This is an optimization exercise on Yosys and OpenROAD, whose aim is small area and a short achievable clock period, not a production implementation.
Function was not checked in any run shown here: the RTL went through the layout flow alone.
Power is estimated from default activity; no workload was simulated.

[flow/constraint.sdc]
create_clock -name core_clock -period 6.0 [get_ports {clk}]
set_input_delay 1.2000 -clock core_clock [delete_from_list [all_inputs] [get_ports {clk}]]
set_output_delay 1.2000 -clock core_clock [all_outputs]
set_load 0.01 [all_outputs]
[flow/design.v]
`timescale 1ns/1ps
module fp16_pipe #(
    parameter int W  = 1,
    parameter bit EN = 1'b1
) (
    input  logic         clk,
    input  logic [W-1:0] d,
    output logic [W-1:0] q
);
    if (EN) begin : g_reg
        always_ff @(posedge clk) q <= d;
    end else begin : g_wire
        assign q = d;
    end
endmodule
module fp16_vpipe #(
    parameter bit EN = 1'b1
) (
    input  logic clk,
    input  logic rst,
    input  logic d,
    output logic q
);
    if (EN) begin : g_reg
        always_ff @(posedge clk)
            if (rst) q <= 1'b0;
            else     q <= d;
    end else begin : g_wire
        assign q = d & ~rst;
    end
endmodule
module fp16_unpack (
    input  logic [15:0] w_i,
    output logic [10:0] sig_o,
    output logic [4:0]  exp_o
);
    logic n;
    always_comb begin
        n     = w_i[14:10] != 5'd0;
        sig_o = {n, w_i[9:0]};
        exp_o = n ? w_i[14:10] : {4'd0, w_i[9:0] != 10'd0};
    end
endmodule
`timescale 1ns/1ps
module fp16_mul_a (
    input  logic [10:0] a_i,
    input  logic [10:0] b_i,
    output logic [57:0] cs_o
);
    logic pp0_0;
    assign pp0_0 = a_i[0] & b_i[0];
    logic pp0_1;
    assign pp0_1 = a_i[0] & b_i[1];
    logic pp0_2;
    assign pp0_2 = a_i[0] & b_i[2];
    logic pp0_3;
    assign pp0_3 = a_i[0] & b_i[3];
    logic pp0_4;
    assign pp0_4 = a_i[0] & b_i[4];
    logic pp0_5;
    assign pp0_5 = a_i[0] & b_i[5];
    logic pp0_6;
    assign pp0_6 = a_i[0] & b_i[6];
    logic pp0_7;
    assign pp0_7 = a_i[0] & b_i[7];
    logic pp0_8;
    assign pp0_8 = a_i[0] & b_i[8];
    logic pp0_9;
    assign pp0_9 = a_i[0] & b_i[9];
    logic pp0_10;
    assign pp0_10 = a_i[0] & b_i[10];
    logic pp1_0;
    assign pp1_0 = a_i[1] & b_i[0];
    logic pp1_1;
    assign pp1_1 = a_i[1] & b_i[1];
    logic pp1_2;
    assign pp1_2 = a_i[1] & b_i[2];
    logic pp1_3;
    assign pp1_3 = a_i[1] & b_i[3];
    logic pp1_4;
    assign pp1_4 = a_i[1] & b_i[4];
    logic pp1_5;
    assign pp1_5 = a_i[1] & b_i[5];
    logic pp1_6;
    assign pp1_6 = a_i[1] & b_i[6];
    logic pp1_7;
    assign pp1_7 = a_i[1] & b_i[7];
    logic pp1_8;
    assign pp1_8 = a_i[1] & b_i[8];
    logic pp1_9;
    assign pp1_9 = a_i[1] & b_i[9];
    logic pp1_10;
    assign pp1_10 = a_i[1] & b_i[10];
    logic pp2_0;
    assign pp2_0 = a_i[2] & b_i[0];
    logic pp2_1;
    assign pp2_1 = a_i[2] & b_i[1];
    logic pp2_2;
    assign pp2_2 = a_i[2] & b_i[2];
    logic pp2_3;
    assign pp2_3 = a_i[2] & b_i[3];
    logic pp2_4;
    assign pp2_4 = a_i[2] & b_i[4];
    logic pp2_5;
    assign pp2_5 = a_i[2] & b_i[5];
    logic pp2_6;
    assign pp2_6 = a_i[2] & b_i[6];
    logic pp2_7;
    assign pp2_7 = a_i[2] & b_i[7];
    logic pp2_8;
    assign pp2_8 = a_i[2] & b_i[8];
    logic pp2_9;
    assign pp2_9 = a_i[2] & b_i[9];
    logic pp2_10;
    assign pp2_10 = a_i[2] & b_i[10];
    logic pp3_0;
    assign pp3_0 = a_i[3] & b_i[0];
    logic pp3_1;
    assign pp3_1 = a_i[3] & b_i[1];
    logic pp3_2;
    assign pp3_2 = a_i[3] & b_i[2];
    logic pp3_3;
    assign pp3_3 = a_i[3] & b_i[3];
    logic pp3_4;
    assign pp3_4 = a_i[3] & b_i[4];
    logic pp3_5;
    assign pp3_5 = a_i[3] & b_i[5];
    logic pp3_6;
    assign pp3_6 = a_i[3] & b_i[6];
    logic pp3_7;
    assign pp3_7 = a_i[3] & b_i[7];
    logic pp3_8;
    assign pp3_8 = a_i[3] & b_i[8];
    logic pp3_9;
    assign pp3_9 = a_i[3] & b_i[9];
    logic pp3_10;
    assign pp3_10 = a_i[3] & b_i[10];
    logic pp4_0;
    assign pp4_0 = a_i[4] & b_i[0];
    logic pp4_1;
    assign pp4_1 = a_i[4] & b_i[1];
    logic pp4_2;
    assign pp4_2 = a_i[4] & b_i[2];
    logic pp4_3;
    assign pp4_3 = a_i[4] & b_i[3];
    logic pp4_4;
    assign pp4_4 = a_i[4] & b_i[4];
    logic pp4_5;
    assign pp4_5 = a_i[4] & b_i[5];
    logic pp4_6;
    assign pp4_6 = a_i[4] & b_i[6];
    logic pp4_7;
    assign pp4_7 = a_i[4] & b_i[7];
    logic pp4_8;
    assign pp4_8 = a_i[4] & b_i[8];
    logic pp4_9;
    assign pp4_9 = a_i[4] & b_i[9];
    logic pp4_10;
    assign pp4_10 = a_i[4] & b_i[10];
    logic pp5_0;
    assign pp5_0 = a_i[5] & b_i[0];
    logic pp5_1;
    assign pp5_1 = a_i[5] & b_i[1];
    logic pp5_2;
    assign pp5_2 = a_i[5] & b_i[2];
    logic pp5_3;
    assign pp5_3 = a_i[5] & b_i[3];
    logic pp5_4;
    assign pp5_4 = a_i[5] & b_i[4];
    logic pp5_5;
    assign pp5_5 = a_i[5] & b_i[5];
    logic pp5_6;
    assign pp5_6 = a_i[5] & b_i[6];
    logic pp5_7;
    assign pp5_7 = a_i[5] & b_i[7];
    logic pp5_8;
    assign pp5_8 = a_i[5] & b_i[8];
    logic pp5_9;
    assign pp5_9 = a_i[5] & b_i[9];
    logic pp5_10;
    assign pp5_10 = a_i[5] & b_i[10];
    logic pp6_0;
    assign pp6_0 = a_i[6] & b_i[0];
    logic pp6_1;
    assign pp6_1 = a_i[6] & b_i[1];
    logic pp6_2;
    assign pp6_2 = a_i[6] & b_i[2];
    logic pp6_3;
    assign pp6_3 = a_i[6] & b_i[3];
    logic pp6_4;
    assign pp6_4 = a_i[6] & b_i[4];
    logic pp6_5;
    assign pp6_5 = a_i[6] & b_i[5];
    logic pp6_6;
    assign pp6_6 = a_i[6] & b_i[6];
    logic pp6_7;
    assign pp6_7 = a_i[6] & b_i[7];
    logic pp6_8;
    assign pp6_8 = a_i[6] & b_i[8];
    logic pp6_9;
    assign pp6_9 = a_i[6] & b_i[9];
    logic pp6_10;
    assign pp6_10 = a_i[6] & b_i[10];
    logic pp7_0;
    assign pp7_0 = a_i[7] & b_i[0];
    logic pp7_1;
    assign pp7_1 = a_i[7] & b_i[1];
    logic pp7_2;
    assign pp7_2 = a_i[7] & b_i[2];
    logic pp7_3;
    assign pp7_3 = a_i[7] & b_i[3];
    logic pp7_4;
    assign pp7_4 = a_i[7] & b_i[4];
    logic pp7_5;
    assign pp7_5 = a_i[7] & b_i[5];
    logic pp7_6;
    assign pp7_6 = a_i[7] & b_i[6];
    logic pp7_7;
    assign pp7_7 = a_i[7] & b_i[7];
    logic pp7_8;
    assign pp7_8 = a_i[7] & b_i[8];
    logic pp7_9;
    assign pp7_9 = a_i[7] & b_i[9];
    logic pp7_10;
    assign pp7_10 = a_i[7] & b_i[10];
    logic pp8_0;
    assign pp8_0 = a_i[8] & b_i[0];
    logic pp8_1;
    assign pp8_1 = a_i[8] & b_i[1];
    logic pp8_2;
    assign pp8_2 = a_i[8] & b_i[2];
    logic pp8_3;
    assign pp8_3 = a_i[8] & b_i[3];
    logic pp8_4;
    assign pp8_4 = a_i[8] & b_i[4];
    logic pp8_5;
    assign pp8_5 = a_i[8] & b_i[5];
    logic pp8_6;
    assign pp8_6 = a_i[8] & b_i[6];
    logic pp8_7;
    assign pp8_7 = a_i[8] & b_i[7];
    logic pp8_8;
    assign pp8_8 = a_i[8] & b_i[8];
    logic pp8_9;
    assign pp8_9 = a_i[8] & b_i[9];
    logic pp8_10;
    assign pp8_10 = a_i[8] & b_i[10];
    logic pp9_0;
    assign pp9_0 = a_i[9] & b_i[0];
    logic pp9_1;
    assign pp9_1 = a_i[9] & b_i[1];
    logic pp9_2;
    assign pp9_2 = a_i[9] & b_i[2];
    logic pp9_3;
    assign pp9_3 = a_i[9] & b_i[3];
    logic pp9_4;
    assign pp9_4 = a_i[9] & b_i[4];
    logic pp9_5;
    assign pp9_5 = a_i[9] & b_i[5];
    logic pp9_6;
    assign pp9_6 = a_i[9] & b_i[6];
    logic pp9_7;
    assign pp9_7 = a_i[9] & b_i[7];
    logic pp9_8;
    assign pp9_8 = a_i[9] & b_i[8];
    logic pp9_9;
    assign pp9_9 = a_i[9] & b_i[9];
    logic pp9_10;
    assign pp9_10 = a_i[9] & b_i[10];
    logic pp10_0;
    assign pp10_0 = a_i[10] & b_i[0];
    logic pp10_1;
    assign pp10_1 = a_i[10] & b_i[1];
    logic pp10_2;
    assign pp10_2 = a_i[10] & b_i[2];
    logic pp10_3;
    assign pp10_3 = a_i[10] & b_i[3];
    logic pp10_4;
    assign pp10_4 = a_i[10] & b_i[4];
    logic pp10_5;
    assign pp10_5 = a_i[10] & b_i[5];
    logic pp10_6;
    assign pp10_6 = a_i[10] & b_i[6];
    logic pp10_7;
    assign pp10_7 = a_i[10] & b_i[7];
    logic pp10_8;
    assign pp10_8 = a_i[10] & b_i[8];
    logic pp10_9;
    assign pp10_9 = a_i[10] & b_i[9];
    logic pp10_10;
    assign pp10_10 = a_i[10] & b_i[10];
    logic w1;
    logic w2;
    logic w3;
    logic w4;
    logic w5;
    logic w6;
    logic w7;
    logic w8;
    logic w9;
    logic w10;
    logic w11;
    logic w12;
    assign w1 = pp0_9 ^ pp1_8;
    assign w2 = pp0_9 & pp1_8;
    assign w3 = pp1_9 ^ pp2_8 ^ pp3_7;
    assign w4 = (pp1_9 & pp2_8) | (pp1_9 & pp3_7) | (pp2_8 & pp3_7);
    assign w5 = pp4_6 ^ pp5_5;
    assign w6 = pp4_6 & pp5_5;
    assign w7 = pp2_9 ^ pp3_8 ^ pp4_7;
    assign w8 = (pp2_9 & pp3_8) | (pp2_9 & pp4_7) | (pp3_8 & pp4_7);
    assign w9 = pp5_6 ^ pp6_5;
    assign w10 = pp5_6 & pp6_5;
    assign w11 = pp3_9 ^ pp4_8 ^ pp5_7;
    assign w12 = (pp3_9 & pp4_8) | (pp3_9 & pp5_7) | (pp4_8 & pp5_7);
    logic w13;
    logic w14;
    logic w15;
    logic w16;
    logic w17;
    logic w18;
    logic w19;
    logic w20;
    logic w21;
    logic w22;
    logic w23;
    logic w24;
    logic w25;
    logic w26;
    logic w27;
    logic w28;
    logic w29;
    logic w30;
    logic w31;
    logic w32;
    logic w33;
    logic w34;
    logic w35;
    logic w36;
    logic w37;
    logic w38;
    logic w39;
    logic w40;
    logic w41;
    logic w42;
    logic w43;
    logic w44;
    logic w45;
    logic w46;
    logic w47;
    logic w48;
    logic w49;
    logic w50;
    logic w51;
    logic w52;
    logic w53;
    logic w54;
    logic w55;
    logic w56;
    logic w57;
    logic w58;
    logic w59;
    logic w60;
    assign w13 = pp0_6 ^ pp1_5;
    assign w14 = pp0_6 & pp1_5;
    assign w15 = pp0_7 ^ pp1_6 ^ pp2_5;
    assign w16 = (pp0_7 & pp1_6) | (pp0_7 & pp2_5) | (pp1_6 & pp2_5);
    assign w17 = pp3_4 ^ pp4_3;
    assign w18 = pp3_4 & pp4_3;
    assign w19 = pp0_8 ^ pp1_7 ^ pp2_6;
    assign w20 = (pp0_8 & pp1_7) | (pp0_8 & pp2_6) | (pp1_7 & pp2_6);
    assign w21 = pp3_5 ^ pp4_4 ^ pp5_3;
    assign w22 = (pp3_5 & pp4_4) | (pp3_5 & pp5_3) | (pp4_4 & pp5_3);
    assign w23 = pp6_2 ^ pp7_1;
    assign w24 = pp6_2 & pp7_1;
    assign w25 = pp2_7 ^ pp3_6 ^ pp4_5;
    assign w26 = (pp2_7 & pp3_6) | (pp2_7 & pp4_5) | (pp3_6 & pp4_5);
    assign w27 = pp5_4 ^ pp6_3 ^ pp7_2;
    assign w28 = (pp5_4 & pp6_3) | (pp5_4 & pp7_2) | (pp6_3 & pp7_2);
    assign w29 = pp8_1 ^ pp9_0 ^ w1;
    assign w30 = (pp8_1 & pp9_0) | (pp8_1 & w1) | (pp9_0 & w1);
    assign w31 = pp6_4 ^ pp7_3 ^ pp8_2;
    assign w32 = (pp6_4 & pp7_3) | (pp6_4 & pp8_2) | (pp7_3 & pp8_2);
    assign w33 = pp9_1 ^ pp0_10 ^ pp10_0;
    assign w34 = (pp9_1 & pp0_10) | (pp9_1 & pp10_0) | (pp0_10 & pp10_0);
    assign w35 = w3 ^ w5 ^ w2;
    assign w36 = (w3 & w5) | (w3 & w2) | (w5 & w2);
    assign w37 = pp7_4 ^ pp8_3 ^ pp9_2;
    assign w38 = (pp7_4 & pp8_3) | (pp7_4 & pp9_2) | (pp8_3 & pp9_2);
    assign w39 = pp1_10 ^ pp10_1 ^ w7;
    assign w40 = (pp1_10 & pp10_1) | (pp1_10 & w7) | (pp10_1 & w7);
    assign w41 = w9 ^ w4 ^ w6;
    assign w42 = (w9 & w4) | (w9 & w6) | (w4 & w6);
    assign w43 = pp6_6 ^ pp7_5 ^ pp8_4;
    assign w44 = (pp6_6 & pp7_5) | (pp6_6 & pp8_4) | (pp7_5 & pp8_4);
    assign w45 = pp9_3 ^ pp2_10 ^ pp10_2;
    assign w46 = (pp9_3 & pp2_10) | (pp9_3 & pp10_2) | (pp2_10 & pp10_2);
    assign w47 = w11 ^ w8 ^ w10;
    assign w48 = (w11 & w8) | (w11 & w10) | (w8 & w10);
    assign w49 = pp4_9 ^ pp5_8 ^ pp6_7;
    assign w50 = (pp4_9 & pp5_8) | (pp4_9 & pp6_7) | (pp5_8 & pp6_7);
    assign w51 = pp7_6 ^ pp8_5 ^ pp9_4;
    assign w52 = (pp7_6 & pp8_5) | (pp7_6 & pp9_4) | (pp8_5 & pp9_4);
    assign w53 = pp3_10 ^ pp10_3 ^ w12;
    assign w54 = (pp3_10 & pp10_3) | (pp3_10 & w12) | (pp10_3 & w12);
    assign w55 = pp5_9 ^ pp6_8 ^ pp7_7;
    assign w56 = (pp5_9 & pp6_8) | (pp5_9 & pp7_7) | (pp6_8 & pp7_7);
    assign w57 = pp8_6 ^ pp9_5 ^ pp4_10;
    assign w58 = (pp8_6 & pp9_5) | (pp8_6 & pp4_10) | (pp9_5 & pp4_10);
    assign w59 = pp6_9 ^ pp7_8 ^ pp8_7;
    assign w60 = (pp6_9 & pp7_8) | (pp6_9 & pp8_7) | (pp7_8 & pp8_7);
    logic w61;
    logic w62;
    logic w63;
    logic w64;
    logic w65;
    logic w66;
    logic w67;
    logic w68;
    logic w69;
    logic w70;
    logic w71;
    logic w72;
    logic w73;
    logic w74;
    logic w75;
    logic w76;
    logic w77;
    logic w78;
    logic w79;
    logic w80;
    logic w81;
    logic w82;
    logic w83;
    logic w84;
    logic w85;
    logic w86;
    logic w87;
    logic w88;
    logic w89;
    logic w90;
    logic w91;
    logic w92;
    logic w93;
    logic w94;
    logic w95;
    logic w96;
    logic w97;
    logic w98;
    logic w99;
    logic w100;
    logic w101;
    logic w102;
    logic w103;
    logic w104;
    logic w105;
    logic w106;
    logic w107;
    logic w108;
    logic w109;
    logic w110;
    logic w111;
    logic w112;
    assign w61 = pp0_4 ^ pp1_3;
    assign w62 = pp0_4 & pp1_3;
    assign w63 = pp0_5 ^ pp1_4 ^ pp2_3;
    assign w64 = (pp0_5 & pp1_4) | (pp0_5 & pp2_3) | (pp1_4 & pp2_3);
    assign w65 = pp3_2 ^ pp4_1;
    assign w66 = pp3_2 & pp4_1;
    assign w67 = pp2_4 ^ pp3_3 ^ pp4_2;
    assign w68 = (pp2_4 & pp3_3) | (pp2_4 & pp4_2) | (pp3_3 & pp4_2);
    assign w69 = pp5_1 ^ pp6_0 ^ w13;
    assign w70 = (pp5_1 & pp6_0) | (pp5_1 & w13) | (pp6_0 & w13);
    assign w71 = pp5_2 ^ pp6_1 ^ pp7_0;
    assign w72 = (pp5_2 & pp6_1) | (pp5_2 & pp7_0) | (pp6_1 & pp7_0);
    assign w73 = w15 ^ w17 ^ w14;
    assign w74 = (w15 & w17) | (w15 & w14) | (w17 & w14);
    assign w75 = pp8_0 ^ w19 ^ w21;
    assign w76 = (pp8_0 & w19) | (pp8_0 & w21) | (w19 & w21);
    assign w77 = w23 ^ w16 ^ w18;
    assign w78 = (w23 & w16) | (w23 & w18) | (w16 & w18);
    assign w79 = w25 ^ w27 ^ w29;
    assign w80 = (w25 & w27) | (w25 & w29) | (w27 & w29);
    assign w81 = w20 ^ w22 ^ w24;
    assign w82 = (w20 & w22) | (w20 & w24) | (w22 & w24);
    assign w83 = w31 ^ w33 ^ w35;
    assign w84 = (w31 & w33) | (w31 & w35) | (w33 & w35);
    assign w85 = w26 ^ w28 ^ w30;
    assign w86 = (w26 & w28) | (w26 & w30) | (w28 & w30);
    assign w87 = w37 ^ w39 ^ w41;
    assign w88 = (w37 & w39) | (w37 & w41) | (w39 & w41);
    assign w89 = w32 ^ w34 ^ w36;
    assign w90 = (w32 & w34) | (w32 & w36) | (w34 & w36);
    assign w91 = w43 ^ w45 ^ w47;
    assign w92 = (w43 & w45) | (w43 & w47) | (w45 & w47);
    assign w93 = w38 ^ w40 ^ w42;
    assign w94 = (w38 & w40) | (w38 & w42) | (w40 & w42);
    assign w95 = w49 ^ w51 ^ w53;
    assign w96 = (w49 & w51) | (w49 & w53) | (w51 & w53);
    assign w97 = w44 ^ w46 ^ w48;
    assign w98 = (w44 & w46) | (w44 & w48) | (w46 & w48);
    assign w99 = pp10_4 ^ w55 ^ w57;
    assign w100 = (pp10_4 & w55) | (pp10_4 & w57) | (w55 & w57);
    assign w101 = w50 ^ w52 ^ w54;
    assign w102 = (w50 & w52) | (w50 & w54) | (w52 & w54);
    assign w103 = pp9_6 ^ pp5_10 ^ pp10_5;
    assign w104 = (pp9_6 & pp5_10) | (pp9_6 & pp10_5) | (pp5_10 & pp10_5);
    assign w105 = w59 ^ w56 ^ w58;
    assign w106 = (w59 & w56) | (w59 & w58) | (w56 & w58);
    assign w107 = pp7_9 ^ pp8_8 ^ pp9_7;
    assign w108 = (pp7_9 & pp8_8) | (pp7_9 & pp9_7) | (pp8_8 & pp9_7);
    assign w109 = pp6_10 ^ pp10_6 ^ w60;
    assign w110 = (pp6_10 & pp10_6) | (pp6_10 & w60) | (pp10_6 & w60);
    assign w111 = pp8_9 ^ pp9_8 ^ pp7_10;
    assign w112 = (pp8_9 & pp9_8) | (pp8_9 & pp7_10) | (pp9_8 & pp7_10);
    logic w113;
    logic w114;
    logic w115;
    logic w116;
    logic w117;
    logic w118;
    logic w119;
    logic w120;
    logic w121;
    logic w122;
    logic w123;
    logic w124;
    logic w125;
    logic w126;
    logic w127;
    logic w128;
    logic w129;
    logic w130;
    logic w131;
    logic w132;
    logic w133;
    logic w134;
    logic w135;
    logic w136;
    logic w137;
    logic w138;
    logic w139;
    logic w140;
    logic w141;
    logic w142;
    logic w143;
    logic w144;
    assign w113 = pp0_3 ^ pp1_2;
    assign w114 = pp0_3 & pp1_2;
    assign w115 = pp2_2 ^ pp3_1 ^ pp4_0;
    assign w116 = (pp2_2 & pp3_1) | (pp2_2 & pp4_0) | (pp3_1 & pp4_0);
    assign w117 = pp5_0 ^ w63 ^ w65;
    assign w118 = (pp5_0 & w63) | (pp5_0 & w65) | (w63 & w65);
    assign w119 = w67 ^ w69 ^ w64;
    assign w120 = (w67 & w69) | (w67 & w64) | (w69 & w64);
    assign w121 = w71 ^ w73 ^ w68;
    assign w122 = (w71 & w73) | (w71 & w68) | (w73 & w68);
    assign w123 = w75 ^ w77 ^ w72;
    assign w124 = (w75 & w77) | (w75 & w72) | (w77 & w72);
    assign w125 = w79 ^ w81 ^ w76;
    assign w126 = (w79 & w81) | (w79 & w76) | (w81 & w76);
    assign w127 = w83 ^ w85 ^ w80;
    assign w128 = (w83 & w85) | (w83 & w80) | (w85 & w80);
    assign w129 = w87 ^ w89 ^ w84;
    assign w130 = (w87 & w89) | (w87 & w84) | (w89 & w84);
    assign w131 = w91 ^ w93 ^ w88;
    assign w132 = (w91 & w93) | (w91 & w88) | (w93 & w88);
    assign w133 = w95 ^ w97 ^ w92;
    assign w134 = (w95 & w97) | (w95 & w92) | (w97 & w92);
    assign w135 = w99 ^ w101 ^ w96;
    assign w136 = (w99 & w101) | (w99 & w96) | (w101 & w96);
    assign w137 = w103 ^ w105 ^ w100;
    assign w138 = (w103 & w105) | (w103 & w100) | (w105 & w100);
    assign w139 = w107 ^ w109 ^ w104;
    assign w140 = (w107 & w109) | (w107 & w104) | (w109 & w104);
    assign w141 = pp10_7 ^ w111 ^ w108;
    assign w142 = (pp10_7 & w111) | (pp10_7 & w108) | (w111 & w108);
    assign w143 = pp9_9 ^ pp8_10 ^ pp10_8;
    assign w144 = (pp9_9 & pp8_10) | (pp9_9 & pp10_8) | (pp8_10 & pp10_8);
    assign cs_o = {pp10_10, w144, pp10_9, pp9_10, w143, w142, w112, w141, w140, w110, w139, w138, w106, w137, w136, w102, w135, w134, w98, w133, w132, w94, w131, w130, w90, w129, w128, w86, w127, w126, w82, w125, w124, w78, w123, w122, w74, w121, w120, w70, w119, w118, w66, w117, w116, w62, w115, w114, w61, w113, pp3_0, pp2_1, pp2_0, pp1_1, pp0_2, pp1_0, pp0_1, pp0_0};
endmodule
module fp16_mul_b (
    input  logic [57:0] cs_i,
    output logic [21:0] row0_o,
    output logic [21:0] row1_o
);
    logic pp0_0;
    assign pp0_0 = cs_i[0];
    logic pp0_1;
    assign pp0_1 = cs_i[1];
    logic pp1_0;
    assign pp1_0 = cs_i[2];
    logic pp0_2;
    assign pp0_2 = cs_i[3];
    logic pp1_1;
    assign pp1_1 = cs_i[4];
    logic pp2_0;
    assign pp2_0 = cs_i[5];
    logic pp2_1;
    assign pp2_1 = cs_i[6];
    logic pp3_0;
    assign pp3_0 = cs_i[7];
    logic w113;
    assign w113 = cs_i[8];
    logic w61;
    assign w61 = cs_i[9];
    logic w114;
    assign w114 = cs_i[10];
    logic w115;
    assign w115 = cs_i[11];
    logic w62;
    assign w62 = cs_i[12];
    logic w116;
    assign w116 = cs_i[13];
    logic w117;
    assign w117 = cs_i[14];
    logic w66;
    assign w66 = cs_i[15];
    logic w118;
    assign w118 = cs_i[16];
    logic w119;
    assign w119 = cs_i[17];
    logic w70;
    assign w70 = cs_i[18];
    logic w120;
    assign w120 = cs_i[19];
    logic w121;
    assign w121 = cs_i[20];
    logic w74;
    assign w74 = cs_i[21];
    logic w122;
    assign w122 = cs_i[22];
    logic w123;
    assign w123 = cs_i[23];
    logic w78;
    assign w78 = cs_i[24];
    logic w124;
    assign w124 = cs_i[25];
    logic w125;
    assign w125 = cs_i[26];
    logic w82;
    assign w82 = cs_i[27];
    logic w126;
    assign w126 = cs_i[28];
    logic w127;
    assign w127 = cs_i[29];
    logic w86;
    assign w86 = cs_i[30];
    logic w128;
    assign w128 = cs_i[31];
    logic w129;
    assign w129 = cs_i[32];
    logic w90;
    assign w90 = cs_i[33];
    logic w130;
    assign w130 = cs_i[34];
    logic w131;
    assign w131 = cs_i[35];
    logic w94;
    assign w94 = cs_i[36];
    logic w132;
    assign w132 = cs_i[37];
    logic w133;
    assign w133 = cs_i[38];
    logic w98;
    assign w98 = cs_i[39];
    logic w134;
    assign w134 = cs_i[40];
    logic w135;
    assign w135 = cs_i[41];
    logic w102;
    assign w102 = cs_i[42];
    logic w136;
    assign w136 = cs_i[43];
    logic w137;
    assign w137 = cs_i[44];
    logic w106;
    assign w106 = cs_i[45];
    logic w138;
    assign w138 = cs_i[46];
    logic w139;
    assign w139 = cs_i[47];
    logic w110;
    assign w110 = cs_i[48];
    logic w140;
    assign w140 = cs_i[49];
    logic w141;
    assign w141 = cs_i[50];
    logic w112;
    assign w112 = cs_i[51];
    logic w142;
    assign w142 = cs_i[52];
    logic w143;
    assign w143 = cs_i[53];
    logic pp9_10;
    assign pp9_10 = cs_i[54];
    logic pp10_9;
    assign pp10_9 = cs_i[55];
    logic w144;
    assign w144 = cs_i[56];
    logic pp10_10;
    assign pp10_10 = cs_i[57];
    logic w145;
    logic w146;
    logic w147;
    logic w148;
    logic w149;
    logic w150;
    logic w151;
    logic w152;
    logic w153;
    logic w154;
    logic w155;
    logic w156;
    logic w157;
    logic w158;
    logic w159;
    logic w160;
    logic w161;
    logic w162;
    logic w163;
    logic w164;
    logic w165;
    logic w166;
    logic w167;
    logic w168;
    logic w169;
    logic w170;
    logic w171;
    logic w172;
    logic w173;
    logic w174;
    logic w175;
    logic w176;
    logic w177;
    logic w178;
    logic w179;
    logic w180;
    assign w145 = pp0_2 ^ pp1_1;
    assign w146 = pp0_2 & pp1_1;
    assign w147 = pp2_1 ^ pp3_0 ^ w113;
    assign w148 = (pp2_1 & pp3_0) | (pp2_1 & w113) | (pp3_0 & w113);
    assign w149 = w61 ^ w115 ^ w114;
    assign w150 = (w61 & w115) | (w61 & w114) | (w115 & w114);
    assign w151 = w62 ^ w117 ^ w116;
    assign w152 = (w62 & w117) | (w62 & w116) | (w117 & w116);
    assign w153 = w66 ^ w119 ^ w118;
    assign w154 = (w66 & w119) | (w66 & w118) | (w119 & w118);
    assign w155 = w70 ^ w121 ^ w120;
    assign w156 = (w70 & w121) | (w70 & w120) | (w121 & w120);
    assign w157 = w74 ^ w123 ^ w122;
    assign w158 = (w74 & w123) | (w74 & w122) | (w123 & w122);
    assign w159 = w78 ^ w125 ^ w124;
    assign w160 = (w78 & w125) | (w78 & w124) | (w125 & w124);
    assign w161 = w82 ^ w127 ^ w126;
    assign w162 = (w82 & w127) | (w82 & w126) | (w127 & w126);
    assign w163 = w86 ^ w129 ^ w128;
    assign w164 = (w86 & w129) | (w86 & w128) | (w129 & w128);
    assign w165 = w90 ^ w131 ^ w130;
    assign w166 = (w90 & w131) | (w90 & w130) | (w131 & w130);
    assign w167 = w94 ^ w133 ^ w132;
    assign w168 = (w94 & w133) | (w94 & w132) | (w133 & w132);
    assign w169 = w98 ^ w135 ^ w134;
    assign w170 = (w98 & w135) | (w98 & w134) | (w135 & w134);
    assign w171 = w102 ^ w137 ^ w136;
    assign w172 = (w102 & w137) | (w102 & w136) | (w137 & w136);
    assign w173 = w106 ^ w139 ^ w138;
    assign w174 = (w106 & w139) | (w106 & w138) | (w139 & w138);
    assign w175 = w110 ^ w141 ^ w140;
    assign w176 = (w110 & w141) | (w110 & w140) | (w141 & w140);
    assign w177 = w112 ^ w143 ^ w142;
    assign w178 = (w112 & w143) | (w112 & w142) | (w143 & w142);
    assign w179 = pp9_10 ^ pp10_9 ^ w144;
    assign w180 = (pp9_10 & pp10_9) | (pp9_10 & w144) | (pp10_9 & w144);
    assign row0_o = {1'b0, pp10_10, w179, w177, w175, w173, w171, w169, w167, w165, w163, w161, w159, w157, w155, w153, w151, w149, w147, pp2_0, pp0_1, pp0_0};
    assign row1_o = {1'b0, w180, w178, w176, w174, w172, w170, w168, w166, w164, w162, w160, w158, w156, w154, w152, w150, w148, w146, w145, pp1_0, 1'b0};
endmodule
module fp16_mul_cpa (
    input  logic [21:0] row0_i,
    input  logic [21:0] row1_i,
    output logic [21:0] prod_o
);
    assign prod_o = row0_i + row1_i;
endmodule
`timescale 1ns/1ps
module fp16_expo1 (
    input  logic [4:0]  k_exp_i,
    input  logic [4:0]  x_exp_i,
    input  logic [15:0] b_i,
    output logic [10:0] b_sig_o,
    output logic [4:0]  b_exp_o,
    output logic [6:0]  pe_o,        
    output logic [7:0]  d_o          
);
    logic b_n;
    always_comb begin
        b_n     = b_i[14:10] != 5'd0;
        b_exp_o = b_n ? b_i[14:10] : 5'd1;
        b_sig_o = {b_n, b_i[9:0]};
        pe_o    = {2'd0, k_exp_i} + {2'd0, x_exp_i} - 7'd15;
        d_o     = {3'd0, k_exp_i} + {3'd0, x_exp_i} - 8'd15 - {3'd0, b_exp_o};
    end
endmodule
module fp16_expo2 (
    input  logic [4:0] b_exp_i,
    input  logic [6:0] pe_i,
    input  logic [7:0] d_i,
    input  logic       p_sign_i,
    input  logic       b_sign_i,
    output logic       p_wins_o,
    output logic [4:0] shift_o,      
    output logic       drop_o,       
    output logic       edge_o,       
    output logic [5:0] exp_o,        
    output logic       sign_o,
    output logic       sub_o
);
    logic signed [7:0] d, nd;
    always_comb begin
        d        = $signed(d_i);
        nd       = -d;
        p_wins_o = d > 8'sd0;
        if (p_wins_o) begin
            shift_o = d[4:0];
            drop_o  = d > 8'sd21;
            edge_o  = d == 8'sd21;        
            exp_o   = pe_i[5:0];
            sign_o  = p_sign_i;
        end else begin
            shift_o = nd[4:0];
            drop_o  = nd > 8'sd22;
            edge_o  = nd == 8'sd22;       
            exp_o   = {1'b0, b_exp_i};
            sign_o  = b_sign_i;
        end
        sub_o = p_sign_i ^ b_sign_i;
    end
endmodule
module fp16_align (
    input  logic [21:0] prod_i,
    input  logic [10:0] b_sig_i,
    input  logic        p_wins_i,
    input  logic [4:0]  shift_i,
    input  logic        drop_i,
    input  logic        edge_i,
    input  logic        sub_i,
    output logic [21:0] hi_o,
    output logic [32:0] lo_o
);
    logic        p_top, drop;
    logic [21:0] p, bb, lo_in;
    logic [32:0] lo;
    always_comb begin
        p_top = prod_i[21];
        p     = {prod_i[21:1], prod_i[0] & ~p_top};
        bb    = {1'b0, b_sig_i, 10'd0};
        drop  = drop_i | (edge_i & (p_top ~^ p_wins_i));
        hi_o  = p_wins_i ? p : bb;
        lo_in = p_wins_i ? bb : p;
        lo    = drop ? 33'd0 : {lo_in, 11'd0} >> shift_i;
        lo_o  = sub_i ? ~lo : lo;
    end
endmodule
module fp16_cadd #(
    parameter int W = 34
) (
    input  logic [W-1:0] a_i,
    input  logic [W-1:0] b_i,
    output logic [W:0]   s0_o,      
    output logic [W:0]   s1_o       
);
    localparam int L = $clog2(W);
    logic [W-1:0] g [L+1];
    logic [W-1:0] p [L+1];
    logic [W-1:0] hp;
    assign g[0]  = a_i & b_i;
    assign p[0]  = a_i | b_i;
    assign hp    = a_i ^ b_i;
    for (genvar l = 0; l < L; l++) begin : g_lvl
        for (genvar i = 0; i < W; i++) begin : g_bit
            if ((i >> l) & 1) begin : g_op
                localparam int J = ((i >> l) << l) - 1;
                assign g[l+1][i] = g[l][i] | (p[l][i] & g[l][J]);
                assign p[l+1][i] = p[l][i] & p[l][J];
            end else begin : g_pass
                assign g[l+1][i] = g[l][i];
                assign p[l+1][i] = p[l][i];
            end
        end
    end
    logic [W:0] c0, c1;
    assign c0 = {g[L], 1'b0};
    assign c1 = {g[L] | p[L], 1'b1};
    assign s0_o = {c0[W], hp ^ c0[W-1:0]};
    assign s1_o = {c1[W], hp ^ c1[W-1:0]};
endmodule
module fp16_add (
    input  logic [21:0] hi_i,
    input  logic [32:0] lo_i,
    input  logic        sub_i,
    output logic [33:0] mag_o,
    output logic        neg_o
);
    logic [34:0] t0, t1;
    fp16_cadd #(34) cadd_i (
        .a_i({1'b0, hi_i, 11'd0}), .b_i({sub_i, lo_i}), .s0_o(t0), .s1_o(t1)
    );
    always_comb begin
        neg_o = sub_i & ~t0[34];
        if (!sub_i)
            mag_o = t0[33:0];
        else if (t0[34])
            mag_o = t1[33:0];
        else
            mag_o = ~t0[33:0];
    end
endmodule
`timescale 1ns/1ps
module fp16_lzc (
    input  logic [33:0] v_i,
    output logic [5:0]  n_o
);
    logic [63:0] z [7];
    logic [5:0]  c [7][64];
    always_comb begin
        for (int i = 0; i < 64; i++) begin
            z[0][i] = (i < 34) ? ~v_i[33 - i] : 1'b1;
            c[0][i] = '0;
        end
        for (int l = 1; l <= 6; l++) begin
            for (int i = 0; i < 64; i++) begin
                z[l][i] = 1'b0;
                c[l][i] = '0;
            end
            for (int i = 0; i < (64 >> l); i++) begin
                z[l][i] = z[l-1][2*i] & z[l-1][2*i+1];
                if (z[l-1][2*i])
                    c[l][i] = c[l-1][2*i+1] | 6'(1 << (l - 1));
                else
                    c[l][i] = c[l-1][2*i];
            end
        end
        n_o = c[6][0];
    end
endmodule
module fp16_normalize (
    input  logic [33:0] mag_i,
    input  logic [5:0]  exp_i,      
    output logic [10:0] sig_o,      
    output logic        rnd_o,      
    output logic [5:0]  shift_o     
);
    logic [33:0] m, mark, n;
    fp16_lzc lzc_i (.v_i(m), .n_o(shift_o));
    always_comb begin
        mark  = (exp_i <= 6'd32) ? 34'(34'd1 << (6'd32 - exp_i)) : 34'd0;
        m     = mag_i | mark;
        n     = mag_i << shift_o;
        sig_o = n[33:23];
        rnd_o = n[22];
    end
endmodule
module fp16_round (
    input  logic        sign_i,
    input  logic [10:0] sig_i,
    input  logic        rnd_i,
    input  logic [5:0]  e2_i,
    input  logic [5:0]  shift_i,
    output logic [15:0] result_o
);
    logic        inc;
    logic [5:0]  e0, e1, e;
    logic [9:0]  frac;
    logic        sat, zero;
    always_comb begin
        inc  = rnd_i & (&sig_i[9:0]);           
        e0   = e2_i - shift_i;
        e1   = e2_i - shift_i + 6'd1;
        e    = sig_i[10] ? (inc ? e1 : e0) : {5'd0, inc};
        frac = sig_i[9:0] + 10'(rnd_i);
        sat  = e > 6'd30;
        zero = ~sig_i[10] & (sig_i[9:0] == 10'd0) & ~rnd_i;
        if (sat)
            result_o = {sign_i, 15'h7BFF};
        else if (zero)
            result_o = 16'd0;
        else
            result_o = {sign_i, e[4:0], frac};
    end
endmodule
`timescale 1ns/1ps
module fp16_mac (
    input  logic                        clk,
    input  logic                        rst,
    input  logic                        in_valid_i,
    input  logic [2-1:0]           tag_i,
    input  logic [16-1:0]          k_i,
    input  logic [16-1:0]          x_i,
    input  logic [16-1:0]          b_i,
    output logic                        out_valid_o,
    output logic [2-1:0]           tag_o,
    output logic [16-1:0]          result_o
);
    localparam int CSW = 58;       
    logic [10:0] u_k_sig, u_x_sig;
    logic [4:0]  u_k_exp, u_x_exp;
    logic [CSW-1:0] m_cs, c1_cs;
    logic [10:0] e_b_sig, c1_b_sig;
    logic [4:0]  e_b_exp, c1_b_exp;
    logic [6:0]  e_pe, c1_pe;
    logic [7:0]  e_d, c1_d;
    logic        c1_p_sign, c1_b_sign;
    logic [1:0]  c1_tag;
    logic        c1_valid;
    fp16_unpack unpack_k (.w_i(k_i), .sig_o(u_k_sig), .exp_o(u_k_exp));
    fp16_unpack unpack_x (.w_i(x_i), .sig_o(u_x_sig), .exp_o(u_x_exp));
    fp16_mul_a mul_a_i (.a_i(u_k_sig), .b_i(u_x_sig), .cs_o(m_cs));
    fp16_expo1 expo1_i (
        .k_exp_i(u_k_exp), .x_exp_i(u_x_exp), .b_i(b_i),
        .b_sig_o(e_b_sig), .b_exp_o(e_b_exp), .pe_o(e_pe), .d_o(e_d)
    );
    fp16_vpipe #(1'b1) c1_v (.clk, .rst, .d(in_valid_i), .q(c1_valid));
    fp16_pipe #(CSW + 35, 1'b1) c1 (.clk,
        .d({m_cs, e_b_sig, e_b_exp, e_pe, e_d, k_i[15] ^ x_i[15], b_i[15], tag_i}),
        .q({c1_cs, c1_b_sig, c1_b_exp, c1_pe, c1_d, c1_p_sign, c1_b_sign, c1_tag}));
    logic [21:0] m_row0, m_row1, m_prod, c2_prod;
    logic        x_p_wins, x_drop, x_edge, x_sign, x_sub;
    logic [4:0]  x_shift;
    logic [5:0]  x_exp;
    logic [10:0] c2_b_sig;
    logic        c2_p_wins, c2_drop, c2_edge, c2_sign, c2_sub;
    logic [4:0]  c2_shift;
    logic [5:0]  c2_exp;
    logic [1:0]  c2_tag;
    logic        c2_valid;
    fp16_mul_b mul_b_i (.cs_i(c1_cs), .row0_o(m_row0), .row1_o(m_row1));
    fp16_mul_cpa mul_cpa_i (.row0_i(m_row0), .row1_i(m_row1), .prod_o(m_prod));
    fp16_expo2 expo2_i (
        .b_exp_i(c1_b_exp), .pe_i(c1_pe), .d_i(c1_d), .p_sign_i(c1_p_sign), .b_sign_i(c1_b_sign),
        .p_wins_o(x_p_wins), .shift_o(x_shift), .drop_o(x_drop), .edge_o(x_edge),
        .exp_o(x_exp), .sign_o(x_sign), .sub_o(x_sub)
    );
    fp16_vpipe #(1'b1) c2_v (.clk, .rst, .d(c1_valid), .q(c2_valid));
    fp16_pipe #(51, 1'b1) c2 (.clk,
        .d({m_prod, c1_b_sig, x_p_wins, x_shift, x_drop, x_edge, x_exp, x_sign, x_sub, c1_tag}),
        .q({c2_prod, c2_b_sig, c2_p_wins, c2_shift, c2_drop, c2_edge, c2_exp, c2_sign, c2_sub, c2_tag}));
    logic [21:0] a_hi, c3_hi;
    logic [32:0] a_lo, c3_lo;
    logic [5:0]  c3_exp;
    logic        c3_sign, c3_sub;
    logic [1:0]  c3_tag;
    logic        c3_valid;
    fp16_align align_i (
        .prod_i(c2_prod), .b_sig_i(c2_b_sig), .p_wins_i(c2_p_wins), .shift_i(c2_shift),
        .drop_i(c2_drop), .edge_i(c2_edge), .sub_i(c2_sub), .hi_o(a_hi), .lo_o(a_lo)
    );
    fp16_vpipe #(1'b1) c3_v (.clk, .rst, .d(c2_valid), .q(c3_valid));
    fp16_pipe #(65, 1'b1) c3 (.clk,
        .d({a_hi, a_lo, c2_exp, c2_sign, c2_sub, c2_tag}),
        .q({c3_hi, c3_lo, c3_exp, c3_sign, c3_sub, c3_tag}));
    logic [33:0] d_mag, c4_mag;
    logic        d_neg;
    logic [5:0]  c4_exp;
    logic        c4_sign;
    logic [1:0]  c4_tag;
    logic        c4_valid;
    fp16_add add_i (.hi_i(c3_hi), .lo_i(c3_lo), .sub_i(c3_sub), .mag_o(d_mag), .neg_o(d_neg));
    fp16_vpipe #(1'b1) c4_v (.clk, .rst, .d(c3_valid), .q(c4_valid));
    fp16_pipe #(43, 1'b1) c4 (.clk,
        .d({d_mag, c3_exp, c3_sign ^ d_neg, c3_tag}),
        .q({c4_mag, c4_exp, c4_sign, c4_tag}));
    logic [10:0] n_sig, o_sig;
    logic        n_rnd, o_rnd, o_sign;
    logic [5:0]  n_shift, o_shift, o_e2;
    fp16_normalize normalize_i (.mag_i(c4_mag), .exp_i(c4_exp), .sig_o(n_sig), .rnd_o(n_rnd), .shift_o(n_shift));
    always_ff @(posedge clk) begin
        if (rst) begin
            out_valid_o <= 1'b0;
            tag_o       <= '0;
            o_sig       <= '0;
            o_rnd       <= 1'b0;
            o_shift     <= '0;
            o_e2        <= '0;
            o_sign      <= 1'b0;
        end else begin
            out_valid_o <= c4_valid;
            if (c4_valid) begin
                tag_o  <= c4_tag;
                o_sig  <= n_sig;
                o_rnd  <= n_rnd;
                o_shift <= n_shift;
                o_e2   <= c4_exp + 6'd2;
                o_sign <= c4_sign;
            end
        end
    end
    fp16_round round_i (.sign_i(o_sign), .sig_i(o_sig), .rnd_i(o_rnd), .e2_i(o_e2), .shift_i(o_shift), .result_o(result_o));
endmodule
[flow/config.mk]
export PLATFORM = sky130hd
export DESIGN_NAME = fp16_mac
export DESIGN_NICKNAME = fp16_mac
export VERILOG_FILES = /design/flow/design.v
export SDC_FILE = /design/flow/constraint.sdc
export NUM_CORES = 4
export LEC_CHECK = 0
export CAP_MARGIN = 20
export CORE_MARGIN = 2
export CORE_UTILIZATION = 40
export SLEW_MARGIN = 20
[flow/run.sh]
#!/bin/bash
# synth_recipe.tcl (not shown) runs the flow's synth.tcl, then flattens the netlist and writes it again
# the make line also repeats each setting of config.mk as NAME=value (left out here)
make -C /OpenROAD-flow-scripts/flow DESIGN_CONFIG=/design/flow/config.mk WORK_HOME=/design/flow/orfs CLKGATE_MAP_FILE= SYNTH_SCRIPT=/design/flow/synth_recipe.tcl finish
==> impl_metrics.tcl, run 1 <==
set metrics [dict create \
    cp.arrival_ps 4300 \
    layout_commonest_cell "dfxtp_1" \
    holdWs_ps 321 \
    tightest_slew_ps 1060 \
    fmax_mhz 182 \
    ys_seq_elements 283 \
    path_max_fanout 10 \
    fin_crit_ps 5500 \
    htreeDepth 2 \
    die_w_um 218 \
    crit_chain "and3_1 -> nand3_1 -> nor3_2 -> nor4b_1 -> nand3_1 -> xnor2_1 -> xnor2_1 -> o31ai_1 -> nand2_1 -> a21boi_0 -> clkdlybuf4s50_1" \
    slew_viol_final 0 \
    leakage_nw 8.71 \
    cpLargestDelayFamily "simple AND/OR/NAND/NOR gates" \
    die_y_um 218 \
    grt_max_degree 40 \
    syn_area_per_cell_um2 9.04 \
    numCtsBuffers 35 \
    rsz0062_at_grt "false" \
    setup_viol 0 \
    drtAntennaViolNets 0 \
    synth_area_um2 18200 \
    avgRoutedWirePerCell_um 18.4 \
    status "complete, no violations" \
    final_util 0.455 \
    syn2layout_area_growth_pct 12.8 \
    synth_nets 2265 \
    io_buffers 71 \
    clock_latency_ps 550 \
    cts_setup_buffers 0 \
    fin_ws_ps 505 \
    drive_gt1_frac 0.0750 \
    slew_headroom 0.295 \
    cts-root-buf "clkbuf_16" \
    avgViaCountPerCell 5.38 \
    die_area_um2 47300 \
    async_flop_share 0 \
    ctsHoldBuffers 0 \
    skew_ps 13.3 \
    clk_pin_slew_ps 60 \
    clock_path_buffers 3 \
    layout_common_cells "dfxtp_1, nand2_1, inv_1" \
    grt_pass1_vias 14000 \
    yosysWarnings 19 \
    slowest_stage "clkdlybuf4s50_1" \
    criticalPathCategory "flop to primary output" \
    first_pass_iters 6 \
    track_usage 0.208 \
    cts_tree "built" \
    cap_violations 0 \
    antenna_cells 0 \
    cts.sinks 283 \
    cpPeakStageDelay_ps 570 \
    min_path_type "flop to flop" \
    drcViolationCount 0 \
    grt-ovfl-total 0 \
    post_cts_resized 0 \
    start_kind "flop" \
    floorplan.initialDensity 0.404 \
    n_fill_cell 4355 \
    synth_edf_count 0 \
    synth_seq_area_share 0.311 \
    p_per_area_nw_per_um2 529 \
    fp-row-count 78 \
    antenna_found_initial 0 \
    hold_violations 0 \
    critPathCaptureType "primary output" \
    peakVddDrop_mv 0.214 \
    io_pins 72 \
    vias 14300 \
    fin_crit_sh 0.916 \
    nNetsFinal 2287 \
    gp_congestion 0.900 \
    pre_cts_ws_ps 839 \
    synth_ff_type "dfxtp_1" \
    drtIter0Drc 918 \
    tns_ps 0 \
    total_power_w 0.0109 \
    core_area_um2 45200 \
    synth_cell_types 96 \
    syn_inst 2017 \
    hpwl_um 38600 \
    critPathBufInv 1 \
    grt_pass1_wl_um 77600 \
    routed_wl_um 49100 \
    required_ps 4800 \
]
[metal layers]
layer	track usage	vias up	wire [um]
met4	0.0724	0	1630
met3	0.0389	97	3130
met1	0.278	6821	22200
li1	-	6949	-
met5	0	-	0
met2	0.337	470	22200
[cells by family (layout without fill, tap and decap cells)]
group                      Yosys count  count (layout)  share of synthesized area
AOI/OAI and AO/OA                  379             379                      0.140
xor gates and xnor gates           120             120                     0.0576
adders and majority gates          195             195                      0.170
buffers and inverters              280             329                     0.0622
DFF                                283             283                      0.311
muxes                              154             154                     0.0943
and+or+nand+nor                    606             606                      0.166
[final timing paths]
kind | slack [ps] | depth (start not counted) | end | startpoint
max | 500 | 11 | result_o[0] | o_sig[4]
min reg2reg | 320 | 0 | c3.q[3] | c2.q[3]
min | 320 | 0 | c3.q[3] | c2.q[3]
max reg2reg | 830 | 15 | o_sig[10] | c4.q[5]
[through the flow]
stage	cell area (um^2)	std cells
final	20600	2666
after global routing	20600	2666
after CTS	20600	2666
after detailed placement	19400	2602
after global placement	19400	2602
after floorplan	18200	2017
[state kept, by name (all words and copies together), names as in the netlist]
register     cells
c1.q            92
c3.q            65
c2.q            51
c4.q            43
o_sig           11
o_e2             6
o_shift          6
tag_o            2
c1_v.q           1
c2_v.q           1
c3_v.q           1
c4_v.q           1
o_rnd            1
o_sign           1
out_valid_o      1
[synth_stat cells (10+ instances only)]
| cell | instances | area, um^2 |
|---|---|---|
| a211oi_1 | 21 | 158 |
| a21o_1 | 18 | 135 |
| a21oi_1 | 84 | 420 |
| a31oi_1 | 17 | 106 |
| and2_1 | 88 | 551 |
| and3_1 | 11 | 68.8 |
| buf_2 | 12 | 60.1 |
| clkbuf_1 | 75 | 282 |
| dfxtp_1 | 283 | 5670 |
| fa_1 | 87 | 1740 |
| ha_1 | 108 | 1350 |
| inv_1 | 171 | 642 |
| mux2_2 | 34 | 383 |
| mux2i_1 | 107 | 1070 |
| mux4_2 | 10 | 225 |
| nand2_1 | 173 | 649 |
| nand2b_1 | 16 | 100 |
| nand3_1 | 44 | 220 |
| nand4_1 | 11 | 68.8 |
| nor2_1 | 135 | 507 |
| nor2b_1 | 30 | 188 |
| nor3_1 | 39 | 195 |
| nor4_1 | 11 | 68.8 |
| o211ai_1 | 28 | 210 |
| o21ai_0 | 82 | 410 |
| o22ai_1 | 11 | 68.8 |
| xnor2_1 | 58 | 508 |
| xor2_1 | 62 | 543 |
[where the power goes]
| part | switching [W] | total, W | internal (W) |
|---|---|---|---|
| clock | 0.000848 | 0.00213 | 0.00128 |
| sequential | 0.000701 | 0.00320 | 0.00250 |
| combinational | 0.00324 | 0.00556 | 0.00232 |
| total | 0.00478 | 0.0109 | 0.00610 |
[cell type report]
type	count	area, um^2	area share
multi-input cells	1454	11400	0.557
flip-flops and latches	283	5670	0.275
clock buffers	50	1020	0.0498
repair buffers	92	881	0.0428
well taps	600	751	0.0365
inverters	173	649	0.0316
clock inverters	14	150	0.00730
==> inputs of run 2 (changes only) <==
--- a/flow/config.mk
+++ b/flow/config.mk
@@ -8,4 +8,5 @@
 export CAP_MARGIN = 20
 export CORE_MARGIN = 2
 export CORE_UTILIZATION = 40
+export SETUP_SLACK_MARGIN = 2.2
 export SLEW_MARGIN = 20
==> run 2 against run 1 <==
Against the previous run: worst hold slack improved by 2.1 ps; flip-flop and latch count unchanged; clock-buffer cell count decreased by 6; largest cell class unchanged; largest power group unchanged.
==> impl_metrics.tcl, run 2 <==
set metrics [dict create \
    status "complete, no violations" \
    required_ps 4800 \
    rsz0062_at_grt "true" \
    io_buffers 71 \
    synth_nets 2265 \
    yosys-top-cells-count "dfxtp_1, nand2_1, inv_1" \
    synth_area_leaders "dfxtp_1, fa_1, ha_1" \
    nNetsFinal 2379 \
    min_path_type "flop to flop" \
    top_layer "met5" \
    setup_viol 0 \
    peakVddDrop_mv 0.198 \
    synth_edf_count 0 \
    path_max_fanout 5 \
    drcViolationCount 0 \
    synth_ff_type "dfxtp_1" \
    drt-met1-wl_um 23600 \
    floorplan.initialDensity 0.404 \
    io_pins 72 \
    gp_congestion 0.922 \
    htreeDepth 2 \
    criticalPathCategory "flop to primary output" \
    antenna_cells 0 \
    fp-row-count 78 \
    fin_cells 2755 \
    avgRoutedWirePerCell_um 18.8 \
    leakage_nw 9.58 \
    finish.instance_area_um2 22400 \
    die_area_um2 47300 \
    layout_commonest_cell "dfxtp_1" \
    holdWs_ps 323 \
    clock_path_buffers 3 \
    critPathCaptureType "primary output" \
    numPlacedInstances 2603 \
    start_kind "flop" \
    drtAntennaViolNets 0 \
    core_area_um2 45200 \
    drtIter0Drc 1075 \
    cpPeakStageDelay_ps 430 \
    drive_gt1_frac 0.194 \
    ys_seq_elements 283 \
    synth_cell_types 96 \
    synth_area_leader_cell "dfxtp_1" \
    layout_common_cells "dfxtp_1, inv_1, nand2_1" \
    first_pass_iters 5 \
    crit_chain "inv_4 -> ha_4 -> fa_2 -> xor2_4 -> nor4b_4 -> nand3_2 -> xnor2_2 -> xnor2_1 -> buf_4 -> o31ai_4 -> nand2_2 -> buf_6 -> a21boi_2 -> buf_2" \
    slew_headroom 0.322 \
    cts_tree "built" \
    antenna_found_initial 1 \
    fin_crit_sh 0.745 \
    die_y_um 218 \
    grt-ovfl-total 0 \
    wl_met3_um 3120 \
    clk_pin_slew_ps 60 \
    die_w_um 218 \
    track_usage 0.218 \
    slew_viol_final 0 \
    yosysWarnings 19 \
    synth_top_area_share 0.311 \
    fmax_mhz 224 \
    regMostFlops "c1.q" \
    placed_area_um2 19500 \
    syn_inst 2017 \
    wl_met2_um 23500 \
    routed_wl_um 51800 \
    synth_seq_area_share 0.311 \
    cap_violations 0 \
    grt_pass1_vias 14900 \
    cp.arrival_ps 3270 \
    syn2layout_area_growth_pct 22.9 \
    vias 14900 \
    grt_pass1_wl_um 82100 \
    p_per_area_nw_per_um2 543 \
    skew_ps 22.1 \
    clock_latency_ps 530 \
    tightest_slew_ps 1020 \
    tns_ps 0 \
    n_fill_cell 4129 \
    synth_area_um2 18200 \
    cts.sinks 283 \
    slowest_stage "fa_2" \
    fin_crit_ps 4470 \
    hpwl_um 38400 \
    numCtsBuffers 34 \
    yosysMostFrequentCell "dfxtp_1" \
    largest_reg_flops 92 \
    final_util 0.496 \
    grt_max_degree 40 \
    cts-root-buf "clkbuf_16" \
    reg.largest.list "c1.q x92, c3.q x65, c2.q x51" \
    syn_area_per_cell_um2 9.04 \
    avgViaCountPerCell 5.42 \
    async_flop_share 0 \
    hold_violations 0 \
]
## run 2: cell types whose count changed in the layout (fill, tap and decap cells not counted), moves of 18 or more
| cell | before | now |
|---|---|---|
| clkdlybuf4s50_1 | 71 | 26 |
| buf_6 | 0 | 24 |
| buf_4 | 20 | 78 |
| mux2i_1 | 107 | 79 |
| mux2i_4 | 0 | 18 |
| buf_2 | 0 | 25 |
## run 2: cells by family after synthesis
| family | synth area share |
|---|---|
| and+or+nand+nor | 0.166 |
| AOI/OAI and AO/OA | 0.140 |
| DFF | 0.311 |
| buffers and inverters | 0.0622 |
| adders and majority gates | 0.170 |
| muxes | 0.0943 |
| xor gates and xnor gates | 0.0576 |
## run 2: report_power, final
group / switching (W) / total (W) / leakage [nW] / internal [W]
clock network: 0.000841 / 0.00212 / 0.567 / 0.00128
registers: 0.000791 / 0.00330 / 2.37 / 0.00251
logic: 0.00367 / 0.00676 / 6.64 / 0.00309
## run 2: layer usage
layer,vias up,GRT usage
met5,-,0
met4,2,0.0740
met3,118,0.0336
met2,461,0.347
met1,7193,0.301
li1,7156,-
## run 2: path summary, 6_finish.rpt
check                end  depth (start not counted)  slack (ps)    start
max reg2reg    o_sig[10]                         15        2020  c4.q[4]
min              c4.q[4]                          0         320  c3.q[5]
max          result_o[1]                         14        1530  o_e2[0]
min reg2reg      c4.q[4]                          0         320  c3.q[5]
## run 2: worst max-delay path, delay by kind of cell, from the launching register on
family / cells / cell delay, ps
and+or+nand+nor: 3 / 630
adders and majority gates: 2 / 590
buffers and inverters: 4 / 490
xor gates and xnor gates: 3 / 480
DFF: 1 / 350
AOI/OAI and AO/OA: 2 / 200
## run 2: area by class of cell
class	count	area, um^2	area share
clock buffer	44	970	0.0433
clock inverter	16	193	0.00860
inverter	173	657	0.0293
multi-input combinational	1458	12500	0.559
sequential	283	5690	0.254
tap	600	751	0.0335
timing repair buffer	181	1620	0.0725
## run 2: stage by stage
| step | setup slack, ps | total power (W) |
|---|---|---|
| 4_1_cts | 1640 | 0.0117 |
| 3_5_place_dp | 882 | 0.00878 |
| 2_1_floorplan | 2040 | 0.00728 |
| 5_1_grt | 1390 | 0.0130 |
| 3_3_place_gp | 1030 | 0.00877 |
| 6_report | 1530 | 0.0122 |
## run 2: timing repair
item,4_1_cts,5_1_grt
endpoints found under the setup margin,36,35
pin swaps,44,51
buffers inserted,58,27
hold buffers,0,0
resized for setup,267,128
cloned,7,0
hold endpoints to repair,0,0

[port drivers added, routing unchanged]
The results above use ideal ports. As a check the final layouts listed here were re-extracted and re-timed, cells and wires unchanged.
Step 1 (the two cells are an assumption about what drives the block):
set clk [get_ports {clk}]
set_driving_cell -lib_cell sky130_fd_sc_hd__clkbuf_16 $clk
set_driving_cell -lib_cell sky130_fd_sc_hd__buf_2 [delete_from_list [all_inputs] $clk]
Step 2 also shifts input and output timing later by t, the mid clock arrival at the registers, as if the neighbouring blocks saw the same clock.
Slacks: ideal / step 1 / step 2; pairs: ideal / step 1.
run | t (ns) | setup slack, ns | worst slew at a driven data input, ns
run 1 | 0.599 | 0.505 / 0.445 / 0.829 | 0.06
run 2 | 0.579 | 1.531 / 1.473 / 1.780 | 0.07
After both steps every run listed still meets setup and hold.
